This is an optimization exercise on Yosys and OpenROAD, whose aim is small area, a short achievable clock period and few clock cycles per item, not a production implementation. Where RTL was checked, it was by simulation tests only, not by an equivalence proof against the original. Function not checked in run 1: the RTL went through the layout flow alone.

<file path="flow/constraint.sdc">
create_clock -name core_clock -period 12.0 [get_ports {aclk}]
set_input_delay 2.4000 -clock core_clock [delete_from_list [all_inputs] [get_ports {aclk}]]
set_output_delay 2.4000 -clock core_clock [all_outputs]
set_load 0.01 [all_outputs]
</file>
<file path="flow/run.sh">
#!/bin/bash
# synth_recipe.tcl (not shown) runs the flow's synth.tcl, then flattens the netlist and writes it again
# the make line also repeats each setting of config.mk as NAME=value (left out here)
make -C /OpenROAD-flow-scripts/flow DESIGN_CONFIG=/design/flow/config.mk WORK_HOME=/design/flow/orfs CLKGATE_MAP_FILE= SYNTH_SCRIPT=/design/flow/synth_recipe.tcl finish
</file>
<file path="flow/config.mk">
export PLATFORM = sky130hd
export DESIGN_NAME = ray_plane_set_clipper
export DESIGN_NICKNAME = ray_plane_set_clipper
export VERILOG_FILES = /design/flow/design.v
export SDC_FILE = /design/flow/constraint.sdc
export NUM_CORES = 4
export LEC_CHECK = 0
export ABC_CLOCK_PERIOD_IN_PS = 5000
export CAP_MARGIN = 20
export CORE_MARGIN = 2
export CORE_UTILIZATION = 40
export SETUP_SLACK_MARGIN = 5
export SLEW_MARGIN = 20
</file>
<file path="flow/design.v">
module rpsc_iter_unit (
    input  logic        aclk,
    input  logic        aresetn,
    input  logic        cmd_start,
    input  logic        cmd_sqrt_mode,
    input  logic [33:0] cmd_rem_init,
    input  logic [30:0] cmd_low_bits,
    input  logic [33:0] cmd_divisor,
    input  logic [4:0]  cmd_steps,
    input  logic [59:0] cmd_radicand,
    output logic        sts_done,
    output logic [30:0] sts_result
);
    logic        busy_reg, busy_next;
    logic        done_reg, done_next;
    logic        mode_reg, mode_next;
    logic [4:0]  cnt_reg, cnt_next;
    logic [33:0] rem_reg, rem_next;
    logic [30:0] low_reg, low_next;
    logic [30:0] q_reg, q_next;
    logic [33:0] div_reg, div_next;
    logic [61:0] v_reg, v_next;
    logic [61:0] res_reg, res_next;
    logic [61:0] bit_reg, bit_next;
    logic [34:0] r2;
    logic [34:0] diff;
    logic [61:0] trial;
    always_comb begin
        busy_next = busy_reg;
        done_next = 1'b0;
        mode_next = mode_reg;
        cnt_next  = cnt_reg;
        rem_next  = rem_reg;
        low_next  = low_reg;
        q_next    = q_reg;
        div_next  = div_reg;
        v_next    = v_reg;
        res_next  = res_reg;
        bit_next  = bit_reg;
        r2        = {rem_reg, low_reg[30]};
        diff      = r2 - {1'b0, div_reg};
        trial     = res_reg + bit_reg;
        if (busy_reg) begin
            if (mode_reg) begin
                if (v_reg >= trial) begin
                    v_next   = v_reg - trial;
                    res_next = (res_reg >> 1) + bit_reg;
                end else begin
                    res_next = res_reg >> 1;
                end
                bit_next = bit_reg >> 2;
            end else begin
                if (r2 >= {1'b0, div_reg}) begin
                    rem_next = diff[33:0];
                    q_next   = {q_reg[29:0], 1'b1};
                end else begin
                    rem_next = r2[33:0];
                    q_next   = {q_reg[29:0], 1'b0};
                end
                low_next = {low_reg[29:0], 1'b0};
            end
            cnt_next = cnt_reg - 5'd1;
            if (cnt_reg == 5'd0) begin
                busy_next = 1'b0;
                done_next = 1'b1;
            end
        end else if (cmd_start) begin
            busy_next = 1'b1;
            mode_next = cmd_sqrt_mode;
            cnt_next  = cmd_steps - 5'd1;
            rem_next  = cmd_rem_init;
            low_next  = cmd_low_bits;
            div_next  = cmd_divisor;
            q_next    = '0;
            v_next    = {2'b00, cmd_radicand};
            res_next  = '0;
            bit_next  = 62'h1000_0000_0000_0000;
        end
    end
    always_ff @(posedge aclk) begin
        if (!aresetn) begin
            busy_reg <= 1'b0;
            done_reg <= 1'b0;
        end else begin
            busy_reg <= busy_next;
            done_reg <= done_next;
        end
    end
    always_ff @(posedge aclk) begin
        mode_reg <= mode_next;
        cnt_reg  <= cnt_next;
        rem_reg  <= rem_next;
        low_reg  <= low_next;
        q_reg    <= q_next;
        div_reg  <= div_next;
        v_reg    <= v_next;
        res_reg  <= res_next;
        bit_reg  <= bit_next;
    end
    assign sts_done   = done_reg;
    assign sts_result = mode_reg ? res_reg[30:0] : q_reg;
endmodule
module ray_plane_set_clipper (
    input  logic          aclk,
    input  logic          aresetn,
    input  logic          s_valid,
    output logic          s_ready,
    input  logic [227:0]  s_item,
    output logic          m_valid,
    input  logic          m_ready,
    output logic [162:0]  m_item,
    input  logic          cfg_we,
    input  logic [1:0]    cfg_index,
    input  logic [31:0]   cfg_wdata
);
    localparam logic signed [31:0] DIST_MAX = 32'sh7FFF_FFFF;
    localparam int K = 2;
    localparam logic [4:0] CL_END = 5'(16 / K);         
    localparam logic [4:0] SQ_END = 5'(30 / K);         
    localparam logic [4:0] ND_BEG = 5'(8 / K);          
    localparam logic [2:0] S_IDLE = 3'd0;
    localparam logic [2:0] S_CLIP = 3'd1;
    localparam logic [2:0] S_FIN  = 3'd2;
    localparam logic [2:0] S_RES  = 3'd3;
    localparam logic [2:0] S_LOAD = 3'd4;
    localparam logic [2:0] L_M2   = 3'd0;
    localparam logic [2:0] L_M2B  = 3'd1;
    localparam logic [2:0] L_SQRT = 3'd2;
    localparam logic [2:0] L_TRI  = 3'd3;
    localparam logic [2:0] L_NDIV = 3'd4;
    localparam logic [1:0] M_CLIP = 2'd0;
    localparam logic [1:0] M_SQRT = 2'd1;
    localparam logic [1:0] M_NDIV = 2'd2;
    function automatic logic [2:0] benc(input logic [2:0] b, input logic flip);
        logic m1, m2, ng;
        m1 = b[1] ^ b[0];
        m2 = (b[2] & ~b[1] & ~b[0]) | (~b[2] & b[1] & b[0]);
        ng = flip ? (~b[2] & (b[1] | b[0])) : (b[2] & ~(b[1] & b[0]));
        benc = {ng, m2, m1};
    endfunction
    function automatic logic [50:0] bpp51(input logic [2:0] e, input logic [50:0] x);
        bpp51 = (({51{e[0]}} & x) | ({51{e[1]}} & {x[49:0], 1'b0})) ^ {51{e[2]}};
    endfunction
    function automatic logic [35:0] bpp36(input logic [2:0] e, input logic [35:0] x);
        bpp36 = (({36{e[0]}} & x) | ({36{e[1]}} & {x[34:0], 1'b0})) ^ {36{e[2]}};
    endfunction
    function automatic logic [101:0] csa51(input logic [50:0] a, input logic [50:0] b,
                                           input logic [50:0] c);
        logic [50:0] s, m;
        s = a ^ b ^ c;
        m = (a & b) | (a & c) | (b & c);
        csa51 = {m[49:0], 1'b0, s};
    endfunction
    function automatic logic [71:0] csa36(input logic [35:0] a, input logic [35:0] b,
                                          input logic [35:0] c);
        logic [35:0] s, m;
        s = a ^ b ^ c;
        m = (a & b) | (a & c) | (b & c);
        csa36 = {m[34:0], 1'b0, s};
    endfunction
    logic               in_operation;
    logic [2:0]         in_plane_slot;
    assign in_operation  = s_item[227];
    assign in_plane_slot = s_item[226:224];
    logic [2:0]         state_r;
    logic [2:0]         ph_r;
    logic [3:0]         pc_r;
    logic signed [31:0] near_r, far_r;
    logic [47:0]        tn [8];
    logic [31:0]        tc [8];
    logic [44:0]        tu [8];
    logic [31:0]        o0_r, o1_r, o2_r;
    logic [15:0]        d0_r, d1_r, d2_r;
    logic [3:0]         lim_r;
    logic [2:0]         slot_r;
    logic [1:0]         comp_r;
    logic               mu_act, mu_rdy;
    logic [1:0]         mu_cnt;
    logic [2:0]         mu_idx;
    logic [50:0]        ns_r, nc_r;
    logic [35:0]        ds_r, dc_r;
    logic               dv_act;
    logic [1:0]         dv_mode;
    logic [4:0]         dv_cnt;
    logic [32:0]        dv_r;
    logic [35:0]        dv_d, dv_d3;
    logic               dv_c1, dv_c3;
    logic [31:0]        dv_l;
    logic [31:0]        dv_q;
    logic [2:0]         dv_idx;
    logic               dv_dneg, dv_neg, dv_dz, dv_np;
    logic signed [31:0] sd_r, ed_r;
    logic               ex_r, es_r, xs_r, rex_r, mv_r;
    logic [15:0]        en0_r, en1_r, en2_r, xn0_r, xn1_r, xn2_r;
    assign s_ready = (state_r == S_IDLE);
    assign m_valid = mv_r;
    assign m_item  = {rex_r, sd_r, ed_r,
                      es_r, en0_r & {16{es_r}}, en1_r & {16{es_r}}, en2_r & {16{es_r}},
                      xs_r, xn0_r & {16{xs_r}}, xn1_r & {16{xs_r}}, xn2_r & {16{xs_r}}};
    logic [47:0] rn;
    logic [31:0] rc;
    logic [15:0] n0, n1, n2;
    logic [4:0]  b0, b1, b2;
    logic [2:0]  eh0, el0, eh1, el1, eh2, el2;    
    logic [2:0]  fh0, fl0, fh1, fl1, fh2, fl2;    
    logic [50:0] nx0, nx1, nx2;
    logic [35:0] dx0, dx1, dx2;
    logic [50:0] nfs, nfc, ncorr;
    logic [35:0] dfs, dfc, dcorr;
    logic [50:0] ns_n, nc_n;
    logic [35:0] ds_n, dc_n;
    assign rn = tn[mu_idx];
    assign rc = tc[mu_idx];
    assign n0 = rn[47:32];
    assign n1 = rn[31:16];
    assign n2 = rn[15:0];
    always_comb begin
        case (mu_cnt)
            2'd0: begin b0 = n0[15:11]; b1 = n1[15:11]; b2 = n2[15:11]; end
            2'd1: begin b0 = n0[11:7];  b1 = n1[11:7];  b2 = n2[11:7];  end
            2'd2: begin b0 = n0[7:3];   b1 = n1[7:3];   b2 = n2[7:3];   end
            default: begin
                b0 = {n0[3:0], 1'b0}; b1 = {n1[3:0], 1'b0}; b2 = {n2[3:0], 1'b0};
            end
        endcase
        eh0 = benc(b0[4:2], 1'b0); el0 = benc(b0[2:0], 1'b0);
        eh1 = benc(b1[4:2], 1'b0); el1 = benc(b1[2:0], 1'b0);
        eh2 = benc(b2[4:2], 1'b0); el2 = benc(b2[2:0], 1'b0);
        fh0 = benc(b0[4:2], 1'b1); fl0 = benc(b0[2:0], 1'b1);
        fh1 = benc(b1[4:2], 1'b1); fl1 = benc(b1[2:0], 1'b1);
        fh2 = benc(b2[4:2], 1'b1); fl2 = benc(b2[2:0], 1'b1);
        nx0 = {{19{o0_r[31]}}, o0_r};
        nx1 = {{19{o1_r[31]}}, o1_r};
        nx2 = {{19{o2_r[31]}}, o2_r};
        dx0 = {{20{d0_r[15]}}, d0_r};
        dx1 = {{20{d1_r[15]}}, d1_r};
        dx2 = {{20{d2_r[15]}}, d2_r};
        if (mu_cnt == 2'd0) begin
            nfs = {{17{rc[31]}}, rc[31:2], 4'b0};
            nfc = '0;
            dfs = '0;
            dfc = '0;
        end else begin
            nfs = {ns_r[46:0], 4'b0};
            nfc = {nc_r[46:0], 4'b0};
            dfs = {ds_r[31:0], 4'b0};
            dfc = {dc_r[31:0], 4'b0};
        end
        ncorr = {47'd0, {1'b0, fh0[2]} + {1'b0, fh1[2]} + {1'b0, fh2[2]}, 2'b00}
              + {49'd0, {1'b0, fl0[2]} + {1'b0, fl1[2]} + {1'b0, fl2[2]}};
        if (mu_cnt == 2'd3) begin
            ncorr[15:14] = rc[1:0];
        end
        dcorr = {32'd0, {1'b0, eh0[2]} + {1'b0, eh1[2]} + {1'b0, eh2[2]}, 2'b00}
              + {34'd0, {1'b0, el0[2]} + {1'b0, el1[2]} + {1'b0, el2[2]}};
    end
    logic [50:0]  ph0, pl0, ph1, pl1, ph2, pl2;
    logic [35:0]  qh0, ql0, qh1, ql1, qh2, ql2;
    logic [101:0] t1, t2, t3, t4, t5, t6, t7;
    logic [71:0]  u1, u2, u3, u4, u5, u6, u7;
    always_comb begin
        ph0 = bpp51(fh0, nx0); pl0 = bpp51(fl0, nx0);
        ph1 = bpp51(fh1, nx1); pl1 = bpp51(fl1, nx1);
        ph2 = bpp51(fh2, nx2); pl2 = bpp51(fl2, nx2);
        qh0 = bpp36(eh0, dx0); ql0 = bpp36(el0, dx0);
        qh1 = bpp36(eh1, dx1); ql1 = bpp36(el1, dx1);
        qh2 = bpp36(eh2, dx2); ql2 = bpp36(el2, dx2);
        t1 = csa51(nfs, nfc, {ph0[48:0], 2'b0});
        t2 = csa51(pl0, {ph1[48:0], 2'b0}, pl1);
        t3 = csa51({ph2[48:0], 2'b0}, pl2, ncorr);
        t4 = csa51(t1[50:0], t1[101:51], t2[50:0]);
        t5 = csa51(t2[101:51], t3[50:0], t3[101:51]);
        t6 = csa51(t4[50:0], t4[101:51], t5[50:0]);
        t7 = csa51(t6[50:0], t6[101:51], t5[101:51]);
        ns_n = t7[50:0];
        nc_n = t7[101:51];
        u1 = csa36(dfs, dfc, {qh0[33:0], 2'b0});
        u2 = csa36(ql0, {qh1[33:0], 2'b0}, ql1);
        u3 = csa36({qh2[33:0], 2'b0}, ql2, dcorr);
        u4 = csa36(u1[35:0], u1[71:36], u2[35:0]);
        u5 = csa36(u2[71:36], u3[35:0], u3[71:36]);
        u6 = csa36(u4[35:0], u4[71:36], u5[35:0]);
        u7 = csa36(u6[35:0], u6[71:36], u5[71:36]);
        ds_n = u7[35:0];
        dc_n = u7[71:36];
    end
    logic [35:0] p_den, p_den3;
    logic [50:0] p_num, p_mnum, p_un;
    logic        p_dneg, p_dzero, p_nneg, p_npos;
    logic [35:0] p_dd, p_dd3;
    logic [71:0] w1, w2;
    always_comb begin
        p_den  = ds_r + dc_r;
        w1     = csa36(ds_r, dc_r, {ds_r[34:0], 1'b0});
        w2     = csa36(w1[35:0], w1[71:36], {dc_r[34:0], 1'b0});
        p_den3 = w2[35:0] + w2[71:36];
        p_num  = ns_r + nc_r;
        p_mnum = ~ns_r + ~nc_r + 51'd2;
        p_nneg = p_num[50];
        p_un   = p_nneg ? p_mnum : p_num;
        p_npos = !p_nneg && ((ns_r ^ nc_r) != {nc_r[49:0] | ns_r[49:0], 1'b0});
        p_dneg = p_den[35];
        p_dzero = ((ds_r ^ dc_r) == {dc_r[34:0] | ds_r[34:0], 1'b0});
        p_dd   = p_dneg ? p_den  : ~p_den;
        p_dd3  = p_dneg ? p_den3 : ~p_den3;
    end
    function automatic logic [34:0] dstep(input logic [35:0] x, input logic [35:0] dd,
                                          input logic c1, input logic [35:0] dd3,
                                          input logic c3, input logic sq);
        logic [35:0] a1, a2h, a3;
        a1  = x + dd + {35'd0, c1};
        a2h = {1'b0, x[35:1]} + dd + {35'd0, c1};
        a3  = x + dd3 + {35'd0, c3};
        if (!a3[35]) begin
            dstep = {2'd3, a3[32:0]};
        end else if (!a2h[35] && !sq) begin
            dstep = {2'd2, a2h[31:0], x[0]};
        end else if (!a1[35] && !sq) begin
            dstep = {2'd1, a1[32:0]};
        end else begin
            dstep = {2'd0, x[32:0]};
        end
    endfunction
    logic [35:0] x1, x2, sat_a;
    logic [34:0] st1, st2;
    logic [35:0] d3s2;
    logic        sq_mode;
    logic [32:0] r_step;
    logic [2*K-1:0] digs;
    logic [31:0] q_step, qmask, q_sq;
    always_comb begin
        sq_mode = (dv_mode == M_SQRT);
        x1  = {1'b0, dv_r, dv_l[31:30]};
        st1 = dstep(x1, dv_d, dv_c1, dv_d3, dv_c3, sq_mode);
        sat_a = {1'b0, x1[35:1]} + dv_d + {35'd0, dv_c1};
        if (K == 2) begin
            x2   = {1'b0, st1[32:0], dv_l[29:28]};
            d3s2 = sq_mode ? ~{3'b0, dv_q[29:0], st1[33], 2'b01} : dv_d3;
            st2  = dstep(x2, dv_d, dv_c1, d3s2, dv_c3, sq_mode);
            r_step = st2[32:0];
            digs = {st1[34:33], st2[34:33]};
            q_sq = {dv_q[29:0], st1[33], st2[33]};
        end else begin
            x2   = '0;
            d3s2 = '0;
            st2  = '0;
            r_step = st1[32:0];
            digs = st1[34:33];
            q_sq = {dv_q[30:0], st1[33]};
        end
        q_step = dv_q;
        for (int i = 0; i < 16 / K; i++) begin
            if (CL_END - 5'd1 - i[4:0] == dv_cnt) begin
                q_step[2*K*i +: 2*K] = digs;
            end
            qmask[2*K*i +: 2*K] = (i[4:0] + dv_cnt <= CL_END - 5'd1) ? {2*K{1'b1}} : {2*K{1'b0}};
        end
    end
    logic        cl_entry, cA, cB, cC, cD;
    logic [33:0] dsum;
    logic        nt, dv_cmpl, dv_fin, tight, dv_stop;
    logic [31:0] t_val;
    logic [47:0] un_sgn;
    logic [15:0] nv0, nv1, nv2;
    logic [33:0] qa, bb;
    always_comb begin
        cl_entry = !dv_dneg;
        cA = cl_entry && !dv_neg;
        cB = cl_entry && dv_neg;
        cC = !cl_entry && !dv_neg;
        cD = !cl_entry && dv_neg;
        qa = (cA || cD) ? {2'b00, dv_q | qmask} : {2'b00, dv_q};
        if (cA)      bb = ~{{2{sd_r[31]}}, sd_r};
        else if (cB) bb = {{2{sd_r[31]}}, sd_r};
        else if (cC) bb = ~{{2{ed_r[31]}}, ed_r};
        else         bb = {{2{ed_r[31]}}, ed_r};
        dsum = qa + bb + {33'd0, cC};
        if (cA)            nt = dsum[33];
        else if (cB || cC) nt = !dsum[33];
        else               nt = dsum[33] || (dsum == '0);
        dv_cmpl = (dv_cnt == CL_END);
        dv_fin  = dv_act && (dv_mode == M_CLIP) && (dv_dz || nt || dv_cmpl);
        tight   = dv_act && (dv_mode == M_CLIP) && !dv_dz && !nt && dv_cmpl;
        dv_stop = dv_act && (dv_mode == M_CLIP) && dv_dz && dv_np;
        t_val   = dv_neg ? -dv_q : dv_q;
        un_sgn  = tn[dv_idx];
        nv0 = (un_sgn[47] ^ cl_entry) ? -{1'b0, tu[dv_idx][44:30]} : {1'b0, tu[dv_idx][44:30]};
        nv1 = (un_sgn[31] ^ cl_entry) ? -{1'b0, tu[dv_idx][29:15]} : {1'b0, tu[dv_idx][29:15]};
        nv2 = (un_sgn[15] ^ cl_entry) ? -{1'b0, tu[dv_idx][14:0]}  : {1'b0, tu[dv_idx][14:0]};
    end
    logic        dv_free, xfer, accept;
    logic [15:0] nabs;
    logic        dv_done;
    assign accept  = s_valid && (state_r == S_IDLE);
    assign dv_done = (dv_mode == M_SQRT) ? (dv_cnt == SQ_END) : (dv_cnt == CL_END);
    assign dv_free = !dv_act || dv_fin;
    assign xfer    = (state_r == S_CLIP) && mu_rdy && dv_free;
    logic [15:0] nk;
    logic [1:0]  ck;
    always_comb begin
        ck = (ph_r == L_NDIV) ? comp_r + 2'd1 : 2'd0;
        case (ck)
            2'd0:    nk = n0;
            2'd1:    nk = n1;
            default: nk = n2;
        endcase
        nabs = nk[15] ? -nk : nk;
    end
    always_ff @(posedge aclk) begin
        if (!aresetn) begin
            pc_r   <= 4'd0;
            near_r <= '0;
            far_r  <= DIST_MAX;
        end else if (cfg_we) begin
            case (cfg_index)
                2'd0: pc_r   <= cfg_wdata[3:0];
                2'd1: near_r <= $signed(cfg_wdata);
                2'd2: far_r  <= $signed(cfg_wdata);
                default: begin
                end
            endcase
        end
    end
    always_ff @(posedge aclk) begin
        if (accept && !in_operation) begin
            tn[in_plane_slot] <= s_item[223:176];
            tc[in_plane_slot] <= s_item[175:144];
        end
        if (state_r == S_LOAD && ph_r == L_SQRT && dv_cnt == SQ_END && dv_q == '0) begin
            tu[slot_r] <= '0;
        end
        if (state_r == S_LOAD && ph_r == L_NDIV && dv_cnt == CL_END) begin
            case (comp_r)
                2'd0:    tu[slot_r][44:30] <= dv_q[14:0];
                2'd1:    tu[slot_r][29:15] <= dv_q[14:0];
                default: tu[slot_r][14:0]  <= dv_q[14:0];
            endcase
        end
    end
    always_ff @(posedge aclk) begin
        if (!aresetn) begin
            state_r <= (state_r == S_LOAD) ? S_LOAD : S_IDLE;
            mv_r    <= 1'b0;
            mu_act  <= (state_r == S_LOAD);
            mu_rdy  <= 1'b0;
            dv_act  <= 1'b0;
        end else begin
            case (state_r)
                S_IDLE: begin
                    if (accept) begin
                        if (in_operation) begin
                            if (pc_r == 4'd0) begin
                                state_r <= S_FIN;
                            end else begin
                                state_r <= S_CLIP;
                                mu_act  <= 1'b1;
                            end
                        end else begin
                            state_r <= S_LOAD;
                            mu_act  <= 1'b1;
                        end
                    end
                end
                S_CLIP: begin
                    if (mu_act && mu_cnt == 2'd3) begin
                        mu_act <= 1'b0;
                        mu_rdy <= 1'b1;
                    end
                    if (dv_fin) begin
                        dv_act <= 1'b0;
                    end
                    if (xfer) begin
                        mu_rdy <= 1'b0;
                        if ({1'b0, mu_idx} + 4'd1 < lim_r) begin
                            mu_act <= 1'b1;
                        end
                        dv_act <= 1'b1;
                    end
                    if ((dv_fin && {1'b0, dv_idx} + 4'd1 == lim_r) || dv_stop) begin
                        state_r <= S_FIN;
                        mu_act  <= 1'b0;
                        mu_rdy  <= 1'b0;
                        dv_act  <= 1'b0;
                    end
                end
                S_FIN: begin
                    mv_r    <= 1'b1;
                    state_r <= S_RES;
                end
                S_RES: begin
                    if (m_ready) begin
                        mv_r    <= 1'b0;
                        state_r <= S_IDLE;
                    end
                end
                default: begin  
                    case (ph_r)
                        L_M2: begin
                            if (mu_act && mu_cnt == 2'd3) begin
                                mu_act <= 1'b0;
                            end
                        end
                        L_M2B: begin
                            dv_act <= 1'b1;
                        end
                        L_SQRT: begin
                            if (dv_cnt == SQ_END) begin
                                dv_act <= 1'b0;
                                if (dv_q == '0) begin
                                    state_r <= S_IDLE;
                                end
                            end
                        end
                        L_TRI: begin
                            dv_act <= 1'b1;
                        end
                        default: begin
                            if (dv_cnt == CL_END && comp_r == 2'd2) begin
                                dv_act  <= 1'b0;
                                state_r <= S_IDLE;
                            end
                        end
                    endcase
                end
            endcase
        end
    end
    always_ff @(posedge aclk) begin
        if (accept) begin
            if (in_operation) begin
                o0_r <= s_item[143:112];
                o1_r <= s_item[111:80];
                o2_r <= s_item[79:48];
                d0_r <= s_item[47:32];
                d1_r <= s_item[31:16];
                d2_r <= s_item[15:0];
                sd_r <= near_r;
                ed_r <= far_r;
                ex_r <= 1'b1;
                es_r <= 1'b0;
                xs_r <= 1'b0;
                lim_r <= (pc_r > 4'd8) ? 4'd8 : pc_r;
                mu_idx <= 3'd0;
            end else begin
                d0_r <= s_item[223:208];
                d1_r <= s_item[207:192];
                d2_r <= s_item[191:176];
                mu_idx <= in_plane_slot;
                slot_r <= in_plane_slot;
                ph_r   <= L_M2;
            end
            mu_cnt <= 2'd0;
        end
        if (mu_act) begin
            mu_cnt <= mu_cnt + 2'd1;
            ns_r <= ns_n;
            nc_r <= nc_n;
            ds_r <= ds_n;
            dc_r <= dc_n;
        end
        if (xfer && {1'b0, mu_idx} + 4'd1 < lim_r) begin
            mu_idx <= mu_idx + 3'd1;
            mu_cnt <= 2'd0;
        end
        if (dv_act && !dv_done) begin
            dv_r   <= r_step;
            dv_l   <= dv_l << (2 * K);
            dv_cnt <= dv_cnt + 5'd1;
            if (sq_mode) begin
                dv_q  <= q_sq;
                dv_d3 <= ~{3'b0, q_sq[29:0], 2'b01};
            end else begin
                dv_q <= q_step;
            end
            if (dv_mode == M_CLIP && dv_cnt == 5'd0 && !sat_a[35]) begin
                dv_q   <= dv_neg ? 32'h8000_0000 : 32'h7FFF_FFFF;
                dv_cnt <= CL_END;
            end
        end
        if (tight) begin
            if (cl_entry) begin
                sd_r  <= t_val;
                es_r  <= 1'b1;
                en0_r <= nv0;
                en1_r <= nv1;
                en2_r <= nv2;
            end else begin
                ed_r  <= t_val;
                xs_r  <= 1'b1;
                xn0_r <= nv0;
                xn1_r <= nv1;
                xn2_r <= nv2;
            end
        end
        if (dv_stop) begin
            ex_r <= 1'b0;
        end
        if (xfer) begin
            begin
                dv_dz   <= p_dzero;
                dv_np   <= p_npos;
                dv_mode <= M_CLIP;
                dv_cnt  <= 5'd0;
                dv_r    <= p_un[50:18];
                dv_l    <= {p_un[17:0], 14'b0};
                dv_d    <= p_dd;
                dv_c1   <= !p_dneg;
                dv_d3   <= p_dd3;
                dv_c3   <= !p_dneg;
                dv_q    <= '0;
                dv_idx  <= mu_idx;
                dv_dneg <= p_dneg;
                dv_neg  <= p_nneg ^ p_dneg;
            end
        end
        if (state_r == S_FIN) begin
            rex_r <= ex_r && !(ed_r < sd_r);
        end
        if (state_r == S_LOAD) begin
            case (ph_r)
                L_M2: begin
                    if (mu_act && mu_cnt == 2'd3) begin
                        ph_r <= L_M2B;
                    end
                end
                L_M2B: begin
                    ph_r    <= L_SQRT;
                    dv_mode <= M_SQRT;
                    dv_cnt  <= 5'd0;
                    dv_r    <= '0;
                    dv_q    <= '0;
                    dv_l    <= p_den[31:0];
                    dv_d3   <= ~36'd1;
                    dv_c3   <= 1'b1;
                end
                L_SQRT: begin
                    if (dv_cnt == SQ_END) begin
                        ph_r <= L_TRI;
                        ds_r <= {6'b0, dv_q[29:0]};
                        dc_r <= '0;
                    end
                    comp_r <= 2'd0;
                end
                L_TRI: begin
                    ph_r    <= L_NDIV;
                    dv_mode <= M_NDIV;
                    dv_cnt  <= ND_BEG;
                    dv_r    <= {5'b0, nabs, 12'b0};
                    dv_l    <= '0;
                    dv_q    <= '0;
                    dv_d    <= p_dd;
                    dv_c1   <= 1'b1;
                    dv_d3   <= p_dd3;
                    dv_c3   <= 1'b1;
                end
                default: begin
                    if (dv_cnt == CL_END) begin
                        comp_r <= comp_r + 2'd1;
                        dv_cnt <= ND_BEG;
                        dv_r   <= {5'b0, nabs, 12'b0};
                        dv_q   <= '0;
                    end
                end
            endcase
        end
        if (!aresetn && state_r == S_LOAD) begin
            ph_r   <= L_M2;
            mu_cnt <= 2'd0;
            mu_idx <= slot_r;
        end
    end
endmodule
</file>
==> results of run 1 <==
cell type report:
cell class / count / area [um2]
Timing Repair Buffer: 684 / 6670
Tap cell: 3900 / 4880
Clock buffer: 249 / 5340
Sequential cell: 1763 / 49000
Clock inverter: 108 / 1040
Fill cell: 26500 / 157000
Multi-Input combinational cell: 7448 / 64100
Antenna cell: 7 / 17.5
Inverter: 799 / 3040
layer usage:
layer,GRT usage [%],wire length (um),up-vias
met4,12.0,21100,44
li1,-,-,39000
met1,36.5,172000,43700
met5,0,270,-
met3,4.15,32400,715
met2,41.1,178000,3924
flip-flops by register name (all words and copies together) (netlist names), 32 cells and up, named ones only:
| signal | flops |
|---|---|
| tn | 384 |
| tu | 360 |
| tc | 256 |
| ns_r | 51 |
| nc_r | 49 |
| dc_r | 36 |
| ds_r | 36 |
| dv_d3 | 36 |
| dv_d | 36 |
| dv_r | 33 |
| dv_l | 32 |
| dv_q | 32 |
| ed_r | 32 |
| far_r | 32 |
| near_r | 32 |
| o0_r | 32 |
| o1_r | 32 |
| o2_r | 32 |
| sd_r | 32 |
metrics by stage:
stage | cell area [um2] | setup slack, ps | hold WS, ps | std cells
floorplan | 117000 | 3940 | 434 | 10500
global placement | 126000 | 2900 | 450 | 14500
detailed placement | 126000 | 2820 | 456 | 14500
CTS | 133000 | 5000 | 473 | 14900
global route | 134000 | 4940 | 489 | 15000
finish | 134000 | 5080 | 469 | 15000
worst max path at each step:
stage / start / slack, ps / depth (start not counted) / endpoint
final: dv_r[1] / 5080 / 27 / dv_r[19]
after global routing: dv_l[30] / 4940 / 28 / dv_r[9]
after CTS: dv_cnt[3] / 5000 / 23 / dv_l[20]
after detailed placement: dv_r[17] / 2820 / 23 / dv_r[3]
after global placement: dv_r[17] / 2900 / 23 / dv_r[3]
after floorplan: s_valid / 3940 / 7 / tc[5][0]
cells in the final DEF, fill, tap and decap left out, types with 31 or more instances in the layout:
cell type,Yosys,final
a211oi_1,95,82
nand2_1,778,767
and3_1,78,74
dfxtp_1,399,371
a31oi_1,58,54
clkinv_2,0,42
nor2b_1,59,54
o211ai_1,82,82
mux2i_1,352,350
o21bai_1,40,39
nor3_1,120,107
clkdlybuf4s50_1,0,429
mux2_2,75,75
or2_2,44,44
or3_1,59,58
o21a_1,72,70
inv_1,793,786
nor2_1,610,565
o21ai_0,442,419
a21oi_1,585,566
a21o_1,210,209
nor2_2,3,33
a22oi_1,339,339
a21boi_0,49,48
xor2_1,374,368
fa_1,508,503
mux4_2,256,256
xnor2_1,499,495
o22ai_1,51,48
and2_1,143,141
edfxtp_1,1364,1364
buf_4,17,210
nand3_1,186,184
nand4_1,73,73
clkbuf_16,0,205
ha_1,631,617
nand2b_1,87,86
mux2_1,31,31
clkbuf_1,371,36
o31ai_1,35,31
cells in the mapped netlist, drive strengths merged (210+ instances only):
| cell type | number | area share (%) |
|---|---|---|
| a21o | 210 | 1.3 |
| a21oi | 588 | 2.5 |
| a22oi | 339 | 2.2 |
| clkbuf | 373 | 1.2 |
| dfxtp | 399 | 6.8 |
| edfxtp | 1364 | 35 |
| fa | 508 | 8.7 |
| ha | 631 | 6.7 |
| inv | 796 | 2.6 |
| mux2i | 352 | 3.0 |
| mux4 | 256 | 4.9 |
| nand2 | 780 | 2.5 |
| nor2 | 613 | 2.0 |
| o21ai | 446 | 1.9 |
| xnor2 | 499 | 3.7 |
| xor2 | 374 | 2.8 |
kinds of logic after synthesis:
group | after synthesis | synth area share [%]
buf+inv | 1330 | 4.46
flops | 1763 | 41.8
mux | 714 | 8.96
fa+ha+maj | 1139 | 15.4
compound gates | 2367 | 13.3
xor+xnor | 873 | 6.53
simple gates | 2355 | 9.46
timing repair:
action | 4_1_cts | 5_1_grt
setup buffers | 43 | 31
gates resized for setup | 132 | 125
endpoints found under the setup margin | 526 | 314
cloned | 2 | 5
pin swaps | 15 | 18
critical path: cells and delay by family (launching register included):
kind / cells / cell delay (ps)
AOI/OAI and AO/OA: 16 / 3340
adders and majority gates: 2 / 790
and+or+nand+nor: 5 / 1440
DFF: 1 / 400
buffers and inverters: 4 / 820
==> summary.txt, run 1 <==
CORE AREA: 291,000 um2
Die area: 297,000 um2
Min-Delay Path Depth: 2
Clock transition at path regs: 60 ps
Nets: 12,300
Antenna violations before repair: 39
Via count: 87,300
Vias/cell: 5.84
Fmax: 0.145 GHz
Least-Margin Pin Slew: 1230 ps
Vias in the first global route: 85,900
Setup TNS: 0 ps
Routed Antenna Nets: 0
CTS Sinks: 1,763
CP Capture Type: flop
Crit-path max FO: 16
Post-synthesis net count: 11,900
CP arrival: 7600 ps
CTS Buf Count: 200
Cells after Synth: 10,500
Ports: 432
FP Rows: 198
Drt wl/cell: 27.0 um
Final Hold Fails: 0
RSZ-0062 raised after global routing: true
Run status: no timing/DRC/antenna violations
Number of synthesized register bits: 1,763
Largest net degree at the start of global routing: 93
Worst EP required: 12,690 ps
Crit-path most repeated cell: buf_4
Clock skew: 99.1 ps
Worst Hold End: near_r[3]
Layout cells sized above 1: 11.1%
GPL Wtd Cong: 1.02
Yosys cell types: 106
Mean Syn Cell Area: 11.1 um2
DRC viols: 0
H-tree depth: 4
Max_slew headroom: 17.5%
Largest stage delay, worst path: 470 ps
Initial core utilization: 40.2%
Post-route clock period utilization: 57.6%
Synthesized cell area: 117,000 um2
CTS tree: yes
Post-synth top flop: edfxtp_1
Clock Tree Buf Depth: 4
Number of setup violations in the final report: 0
WL final: 404,000 um
Crit Path Class: reg -> reg
Port bufs: 431
Fin util: 46.1%
Hold_sp: near_r[3]
Slew Limit Fails: 0
Minimum clock period after layout: 6920 ps
Number of flops mapped to enable cells by yosys: 1,364
Startpoint types: flop
Initial DRC Count: 9,083
Cts-stage hold buffer count: 0
GRT Total Usage: 26.5%
HPWL after DPL: 299,000 um
Grt ovf: 0
Worst hold-check path type: reg -> reg
Clk latency of the worst-skew pair: 890 ps
Drt first pass iters: 6
CP max stage cell: or3_1
First-pass GRT wire length: 584,000 um
Die height: 545 um
Chip width: 545 um
Maxcap violations: 0
Worst r2r src: dv_r[1]
Ys async rst share: 0%
Reg2reg setup slack: 5080 ps
Worst r2r dst: dv_r[19]
Worst Reg2Reg Path Length in Cells: 27
Synth warn: 1
Area Growth Syn to Fin: 14.5%
Sequential fraction of the synthesis area: 41.8%
Root Driver: clkbuf_16
==> run 2: changes to the inputs <==
--- a/flow/design.v
+++ b/flow/design.v
@@ -114,10 +114,6 @@
     input  logic [31:0]   cfg_wdata
 );
     localparam logic signed [31:0] DIST_MAX = 32'sh7FFF_FFFF;
-    localparam int K = 2;
-    localparam logic [4:0] CL_END = 5'(16 / K);         
-    localparam logic [4:0] SQ_END = 5'(30 / K);         
-    localparam logic [4:0] ND_BEG = 5'(8 / K);          
     localparam logic [2:0] S_IDLE = 3'd0;
     localparam logic [2:0] S_CLIP = 3'd1;
     localparam logic [2:0] S_FIN  = 3'd2;
@@ -188,7 +184,7 @@
     logic [31:0]        dv_l;
     logic [31:0]        dv_q;
     logic [2:0]         dv_idx;
-    logic               dv_dneg, dv_neg, dv_dz, dv_np;
+    logic               dv_dneg, dv_neg;
     logic signed [31:0] sd_r, ed_r;
     logic               ex_r, es_r, xs_r, rex_r, mv_r;
     logic [15:0]        en0_r, en1_r, en2_r, xn0_r, xn1_r, xn2_r;
@@ -298,67 +294,45 @@
         p_mnum = ~ns_r + ~nc_r + 51'd2;
         p_nneg = p_num[50];
         p_un   = p_nneg ? p_mnum : p_num;
-        p_npos = !p_nneg && ((ns_r ^ nc_r) != {nc_r[49:0] | ns_r[49:0], 1'b0});
+        p_npos = !p_nneg && (p_num != '0);
         p_dneg = p_den[35];
-        p_dzero = ((ds_r ^ dc_r) == {dc_r[34:0] | ds_r[34:0], 1'b0});
+        p_dzero = (p_den == '0);
         p_dd   = p_dneg ? p_den  : ~p_den;
         p_dd3  = p_dneg ? p_den3 : ~p_den3;
     end
-    function automatic logic [34:0] dstep(input logic [35:0] x, input logic [35:0] dd,
-                                          input logic c1, input logic [35:0] dd3,
-                                          input logic c3, input logic sq);
-        logic [35:0] a1, a2h, a3;
-        a1  = x + dd + {35'd0, c1};
-        a2h = {1'b0, x[35:1]} + dd + {35'd0, c1};
-        a3  = x + dd3 + {35'd0, c3};
-        if (!a3[35]) begin
-            dstep = {2'd3, a3[32:0]};
-        end else if (!a2h[35] && !sq) begin
-            dstep = {2'd2, a2h[31:0], x[0]};
-        end else if (!a1[35] && !sq) begin
-            dstep = {2'd1, a1[32:0]};
-        end else begin
-            dstep = {2'd0, x[32:0]};
-        end
-    endfunction
-    logic [35:0] x1, x2, sat_a;
-    logic [34:0] st1, st2;
-    logic [35:0] d3s2;
-    logic        sq_mode;
-    logic [32:0] r_step;
-    logic [2*K-1:0] digs;
-    logic [31:0] q_step, qmask, q_sq;
+    logic [35:0] x, a1, a2h, a2, a3, rsel;
+    logic        ge1, ge2, ge3;
+    logic [1:0]  dig;
+    logic [31:0] q_step, qmask;
     always_comb begin
-        sq_mode = (dv_mode == M_SQRT);
-        x1  = {1'b0, dv_r, dv_l[31:30]};
-        st1 = dstep(x1, dv_d, dv_c1, dv_d3, dv_c3, sq_mode);
-        sat_a = {1'b0, x1[35:1]} + dv_d + {35'd0, dv_c1};
-        if (K == 2) begin
-            x2   = {1'b0, st1[32:0], dv_l[29:28]};
-            d3s2 = sq_mode ? ~{3'b0, dv_q[29:0], st1[33], 2'b01} : dv_d3;
-            st2  = dstep(x2, dv_d, dv_c1, d3s2, dv_c3, sq_mode);
-            r_step = st2[32:0];
-            digs = {st1[34:33], st2[34:33]};
-            q_sq = {dv_q[29:0], st1[33], st2[33]};
+        x   = {1'b0, dv_r, dv_l[31:30]};
+        a1  = x + dv_d + {35'd0, dv_c1};
+        a2h = {1'b0, x[35:1]} + dv_d + {35'd0, dv_c1};
+        a2  = {a2h[34:0], x[0]};
+        a3  = x + dv_d3 + {35'd0, dv_c3};
+        ge3 = !a3[35];
+        ge2 = !a2h[35] && (dv_mode != M_SQRT);
+        ge1 = !a1[35] && (dv_mode != M_SQRT);
+        if (ge3) begin
+            dig = 2'd3; rsel = a3;
+        end else if (ge2) begin
+            dig = 2'd2; rsel = a2;
+        end else if (ge1) begin
+            dig = 2'd1; rsel = a1;
         end else begin
-            x2   = '0;
-            d3s2 = '0;
-            st2  = '0;
-            r_step = st1[32:0];
-            digs = st1[34:33];
-            q_sq = {dv_q[30:0], st1[33]};
+            dig = 2'd0; rsel = x;
         end
         q_step = dv_q;
-        for (int i = 0; i < 16 / K; i++) begin
-            if (CL_END - 5'd1 - i[4:0] == dv_cnt) begin
-                q_step[2*K*i +: 2*K] = digs;
+        for (int i = 0; i < 16; i++) begin
+            if (5'd15 - i[4:0] == dv_cnt) begin
+                q_step[2*i +: 2] = dig;
             end
-            qmask[2*K*i +: 2*K] = (i[4:0] + dv_cnt <= CL_END - 5'd1) ? {2*K{1'b1}} : {2*K{1'b0}};
+            qmask[2*i +: 2] = (i[4:0] + dv_cnt <= 5'd15) ? 2'b11 : 2'b00;
         end
     end
     logic        cl_entry, cA, cB, cC, cD;
     logic [33:0] dsum;
-    logic        nt, dv_cmpl, dv_fin, tight, dv_stop;
+    logic        nt, dv_cmpl, dv_fin, tight;
     logic [31:0] t_val;
     logic [47:0] un_sgn;
     logic [15:0] nv0, nv1, nv2;
@@ -378,10 +352,9 @@
         if (cA)            nt = dsum[33];
         else if (cB || cC) nt = !dsum[33];
         else               nt = dsum[33] || (dsum == '0);
-        dv_cmpl = (dv_cnt == CL_END);
-        dv_fin  = dv_act && (dv_mode == M_CLIP) && (dv_dz || nt || dv_cmpl);
-        tight   = dv_act && (dv_mode == M_CLIP) && !dv_dz && !nt && dv_cmpl;
-        dv_stop = dv_act && (dv_mode == M_CLIP) && dv_dz && dv_np;
+        dv_cmpl = (dv_cnt == 5'd16);
+        dv_fin  = dv_act && (dv_mode == M_CLIP) && (nt || dv_cmpl);
+        tight   = dv_act && (dv_mode == M_CLIP) && !nt && dv_cmpl;
         t_val   = dv_neg ? -dv_q : dv_q;
         un_sgn  = tn[dv_idx];
         nv0 = (un_sgn[47] ^ cl_entry) ? -{1'b0, tu[dv_idx][44:30]} : {1'b0, tu[dv_idx][44:30]};
@@ -392,7 +365,7 @@
     logic [15:0] nabs;
     logic        dv_done;
     assign accept  = s_valid && (state_r == S_IDLE);
-    assign dv_done = (dv_mode == M_SQRT) ? (dv_cnt == SQ_END) : (dv_cnt == CL_END);
+    assign dv_done = (dv_mode == M_SQRT) ? (dv_cnt == 5'd30) : (dv_cnt == 5'd16);
     assign dv_free = !dv_act || dv_fin;
     assign xfer    = (state_r == S_CLIP) && mu_rdy && dv_free;
     logic [15:0] nk;
@@ -426,10 +399,10 @@
             tn[in_plane_slot] <= s_item[223:176];
             tc[in_plane_slot] <= s_item[175:144];
         end
-        if (state_r == S_LOAD && ph_r == L_SQRT && dv_cnt == SQ_END && dv_q == '0) begin
+        if (state_r == S_LOAD && ph_r == L_SQRT && dv_cnt == 5'd30 && dv_q == '0) begin
             tu[slot_r] <= '0;
         end
-        if (state_r == S_LOAD && ph_r == L_NDIV && dv_cnt == CL_END) begin
+        if (state_r == S_LOAD && ph_r == L_NDIV && dv_cnt == 5'd16) begin
             case (comp_r)
                 2'd0:    tu[slot_r][44:30] <= dv_q[14:0];
                 2'd1:    tu[slot_r][29:15] <= dv_q[14:0];
@@ -471,12 +444,15 @@
                     end
                     if (xfer) begin
                         mu_rdy <= 1'b0;
-                        if ({1'b0, mu_idx} + 4'd1 < lim_r) begin
+                        if ({1'b0, mu_idx} + 4'd1 < lim_r && !(p_dzero && p_npos)) begin
                             mu_act <= 1'b1;
                         end
-                        dv_act <= 1'b1;
+                        if (!p_dzero) begin
+                            dv_act <= 1'b1;
+                        end
                     end
-                    if ((dv_fin && {1'b0, dv_idx} + 4'd1 == lim_r) || dv_stop) begin
+                    if ((dv_fin && {1'b0, dv_idx} + 4'd1 == lim_r) ||
+                        (xfer && p_dzero && (p_npos || {1'b0, mu_idx} + 4'd1 == lim_r))) begin
                         state_r <= S_FIN;
                         mu_act  <= 1'b0;
                         mu_rdy  <= 1'b0;
@@ -504,7 +480,7 @@
                             dv_act <= 1'b1;
                         end
                         L_SQRT: begin
-                            if (dv_cnt == SQ_END) begin
+                            if (dv_cnt == 5'd30) begin
                                 dv_act <= 1'b0;
                                 if (dv_q == '0) begin
                                     state_r <= S_IDLE;
@@ -515,7 +491,7 @@
                             dv_act <= 1'b1;
                         end
                         default: begin
-                            if (dv_cnt == CL_END && comp_r == 2'd2) begin
+                            if (dv_cnt == 5'd16 && comp_r == 2'd2) begin
                                 dv_act  <= 1'b0;
                                 state_r <= S_IDLE;
                             end
@@ -563,18 +539,18 @@
             mu_cnt <= 2'd0;
         end
         if (dv_act && !dv_done) begin
-            dv_r   <= r_step;
-            dv_l   <= dv_l << (2 * K);
+            dv_r   <= rsel[32:0];
+            dv_l   <= {dv_l[29:0], 2'b00};
             dv_cnt <= dv_cnt + 5'd1;
-            if (sq_mode) begin
-                dv_q  <= q_sq;
-                dv_d3 <= ~{3'b0, q_sq[29:0], 2'b01};
+            if (dv_mode == M_SQRT) begin
+                dv_q  <= {dv_q[30:0], ge3};
+                dv_d3 <= ~{3'b0, dv_q[29:0], ge3, 2'b01};
             end else begin
                 dv_q <= q_step;
             end
-            if (dv_mode == M_CLIP && dv_cnt == 5'd0 && !sat_a[35]) begin
+            if (dv_mode == M_CLIP && dv_cnt == 5'd0 && !a2h[35]) begin
                 dv_q   <= dv_neg ? 32'h8000_0000 : 32'h7FFF_FFFF;
-                dv_cnt <= CL_END;
+                dv_cnt <= 5'd16;
             end
         end
         if (tight) begin
@@ -592,13 +568,12 @@
                 xn2_r <= nv2;
             end
         end
-        if (dv_stop) begin
-            ex_r <= 1'b0;
-        end
         if (xfer) begin
-            begin
-                dv_dz   <= p_dzero;
-                dv_np   <= p_npos;
+            if (p_dzero) begin
+                if (p_npos) begin
+                    ex_r <= 1'b0;
+                end
+            end else begin
                 dv_mode <= M_CLIP;
                 dv_cnt  <= 5'd0;
                 dv_r    <= p_un[50:18];
@@ -634,7 +609,7 @@
                     dv_c3   <= 1'b1;
                 end
                 L_SQRT: begin
-                    if (dv_cnt == SQ_END) begin
+                    if (dv_cnt == 5'd30) begin
                         ph_r <= L_TRI;
                         ds_r <= {6'b0, dv_q[29:0]};
                         dc_r <= '0;
@@ -644,7 +619,7 @@
                 L_TRI: begin
                     ph_r    <= L_NDIV;
                     dv_mode <= M_NDIV;
-                    dv_cnt  <= ND_BEG;
+                    dv_cnt  <= 5'd8;
                     dv_r    <= {5'b0, nabs, 12'b0};
                     dv_l    <= '0;
                     dv_q    <= '0;
@@ -654,9 +629,9 @@
                     dv_c3   <= 1'b1;
                 end
                 default: begin
-                    if (dv_cnt == CL_END) begin
+                    if (dv_cnt == 5'd16) begin
                         comp_r <= comp_r + 2'd1;
-                        dv_cnt <= ND_BEG;
+                        dv_cnt <= 5'd8;
                         dv_r   <= {5'b0, nabs, 12'b0};
                         dv_q   <= '0;
                     end
--- a/flow/config.mk
+++ b/flow/config.mk
@@ -5,9 +5,7 @@
 export SDC_FILE = /design/flow/constraint.sdc
 export NUM_CORES = 4
 export LEC_CHECK = 0
-export ABC_CLOCK_PERIOD_IN_PS = 5000
 export CAP_MARGIN = 20
 export CORE_MARGIN = 2
 export CORE_UTILIZATION = 40
-export SETUP_SLACK_MARGIN = 5
 export SLEW_MARGIN = 20
==> summary.txt, run 2 <==
Reg with most FFs: tn
Crit Path Class: reg -> reg
Post-synth top flop: edfxtp_1
Minimum clock period after layout: 9240 ps
Maxcap violations: 0
Synth top area cells: edfxtp_1, fa_1, dfxtp_1
Number of synthesized register bits: 1,761
Vias/cell: 5.72
Port bufs: 431
Largest stage delay, worst path: 690 ps
Ys async rst share: 0%
Top post-synthesis cells by count: edfxtp_1, inv_1, nand2_1, nor2_1, a21oi_1
Routed Antenna Nets: 0
Most common cell in the netlist: edfxtp_1
Final Hold Fails: 0
H-tree depth: 4
Clock skew: 74.6 ps
CP arrival: 9910 ps
Via count: 78,100
Initial core utilization: 40.2%
Vias in the first global route: 78,100
Commonest non-fill, non-tap cell in the layout: edfxtp_1
Max_slew headroom: 18.3%
PostCTS Resize Cnt: 0
Crit path max-delay family: compound AO/OA/AOI/OAI gates
Synthesized cell area: 110,000 um2
CP max stage cell: nor4_4
Root Driver: clkbuf_16
Reg2reg setup slack: 2760 ps
HPWL after DPL: 251,000 um
Fillcell total: 24,900
Number of setup violations in the final report: 0
DRC viols: 0
First-pass GRT wire length: 502,000 um
Antenna violations before repair: 40
Largest net degree at the start of global routing: 143
Largest area contributor in the netlist: edfxtp_1
Clk latency of the worst-skew pair: 880 ps
Drt first pass iters: 7
Startpoint types: flop
Post-synthesis net count: 10,900
Cts-stage hold buffer count: 0
Nets: 11,100
Chip width: 528 um
Largest regs: tn: 384 flops, tu: 360 flops, tc: 256 flops
Area Growth Syn to Fin: 13.2%
CTS Buf Count: 200
Die area: 279,000 um2
Final Worst Setup Slack: 2760 ps
CORE AREA: 273,000 um2
Yosys top cell area share: 37.2%
Layout cells sized above 1: 9.15%
Yosys cell types: 100
Number of flops mapped to enable cells by yosys: 1,362
Initial DRC Count: 7,302
GRT Total Usage: 23.8%
Fmax: 0.108 GHz
Clock Tree Buf Depth: 4
Die height: 528 um
Largest register FFs: 384
Fin util: 45.5%
CTS Sinks: 1,761
Cells after Synth: 9,634
Postcts setup bufs: 0
Ports: 432
Run status: no timing/DRC/antenna violations
Drt wl/cell: 24.8 um
Worst hold-check path type: reg -> reg
Worst path bufs/invs: 3
Most frequent cells in the layout: edfxtp_1, inv_1, nand2_1, nor2_1, a21oi_1
Crit-path max FO: 39
CTS tree: yes
Grt ovf: 0
Clock transition at path regs: 70 ps
CP Capture Type: flop
FP Rows: 192
Worst EP required: 12,670 ps
RSZ-0062 raised after global routing: false
Mean Syn Cell Area: 11.4 um2
Pre-CTS setup slack: 2840 ps
GPL Wtd Cong: 0.943
Slew Limit Fails: 0
WL final: 338,000 um
Synth warn: 1
Least-Margin Pin Slew: 1230 ps
Setup TNS: 0 ps
Sequential fraction of the synthesis area: 44.5%
Post-route clock period utilization: 77.0%
## run 2: cell count changes after synthesis, moves of 37 or more
cell	delta
nor2b_1	+72
inv_1	-106
mux2i_1	-115
o21ai_0	-100
o21ai_1	+37
a21o_1	-70
a211oi_1	+53
clkbuf_1	+43
nand3_1	-52
buf_2	-61
nand2_1	-132
xor2_1	-86
ha_1	-131
## run 2: metrics by stage
stage	cells	area [um2]	hold WS [ps]
finish	13600	124000	474
global placement	13300	118000	452
floorplan	9634	110000	440
global route	13600	124000	494
detailed placement	13300	118000	458
CTS	13600	124000	473
## run 2: path summary, 6_finish.rpt
check,from,endpoint,depth (start not counted)
max reg2reg,dc_r[0],dv_d3[33],26
min reg2reg,near_r[22],near_r[22],2
max,dc_r[0],dv_d3[33],26
min,near_r[22],near_r[22],2
## run 2: cell type report
| class | count | area, um2 | area share (%) |
|---|---|---|---|
| clock inverter | 114 | 1040 | 0.833 |
| timing repair buffer | 552 | 5280 | 4.25 |
| clock buffer | 244 | 5270 | 4.24 |
| tap | 3589 | 4490 | 3.61 |
| sequential | 1761 | 48900 | 39.3 |
| inverter | 694 | 2620 | 2.10 |
| antenna | 15 | 37.5 | 0.0302 |
| multi-input combinational | 6667 | 56800 | 45.6 |
## run 2: routing by layer
| layer | track usage [%] | vias up | wire length (um) | share of wire, % |
|---|---|---|---|---|
| met5 | 0 | - | 270 | 0.080 |
| met3 | 3.79 | 572 | 24100 | 7.1 |
| met1 | 31.8 | 39100 | 143000 | 42 |
| met4 | 9.38 | 40 | 14600 | 4.3 |
| li1 | - | 35400 | - | - |
| met2 | 38.5 | 2932 | 156000 | 46 |
## run 2: kinds of logic after synthesis
family / Yosys count / share of synthesized area, %
and+or+nand+nor: 2186 / 9.41
AOI/OAI and AO/OA: 2163 / 12.9
adders and majority gates: 1002 / 14.8
muxes: 562 / 8.11
xor gates and xnor gates: 754 / 6.01
DFF: 1761 / 44.5
buffers and inverters: 1206 / 4.21
## run 2: tightest hold or removal path: cells and delay by family (launching register included)
| family | cells | cell delay (ps) |
|---|---|---|
| flip-flops | 1 | 320 |
| AND/OR/NAND/NOR | 1 | 50 |
| AO/OA/AOI/OAI | 1 | 60 |
Testbench counts of run 2, summed over its fixed seeds: cycles 70,766, items 768.

afterwards: timing with drivers on the ports:
How much do the figures lean on ideal ports? The routed layouts below were timed once more, with nothing changed but the port constraints.
Step 1: set_driving_cell puts a clkbuf_16 on aclk and a buf_2 on each other input, an assumption about the parent block.
Step 2 adds t to the input delays and takes it off the output delays; t is the mean of the earliest and latest rising clock arrival at the registers after step 1. Input paths then give back, and output paths get back, about the clock's delay inside the block.
Slacks: ideal / step 1 / step 2; pairs: ideal / step 1.
| run | t, ns | setup slack, ns | slew at the worst register clock pin (ns) | worst data-port slew with drivers (ns) |
|---|---|---|---|---|
| run 1 | 0.946 | 5.083 / 5.083 / 5.083 | 0.07 / 0.07 | 0.17 |
| run 2 | 0.951 | 2.758 / 2.758 / 2.758 | 0.07 / 0.07 | 0.21 |
After both steps setup and hold are still met in every run listed.
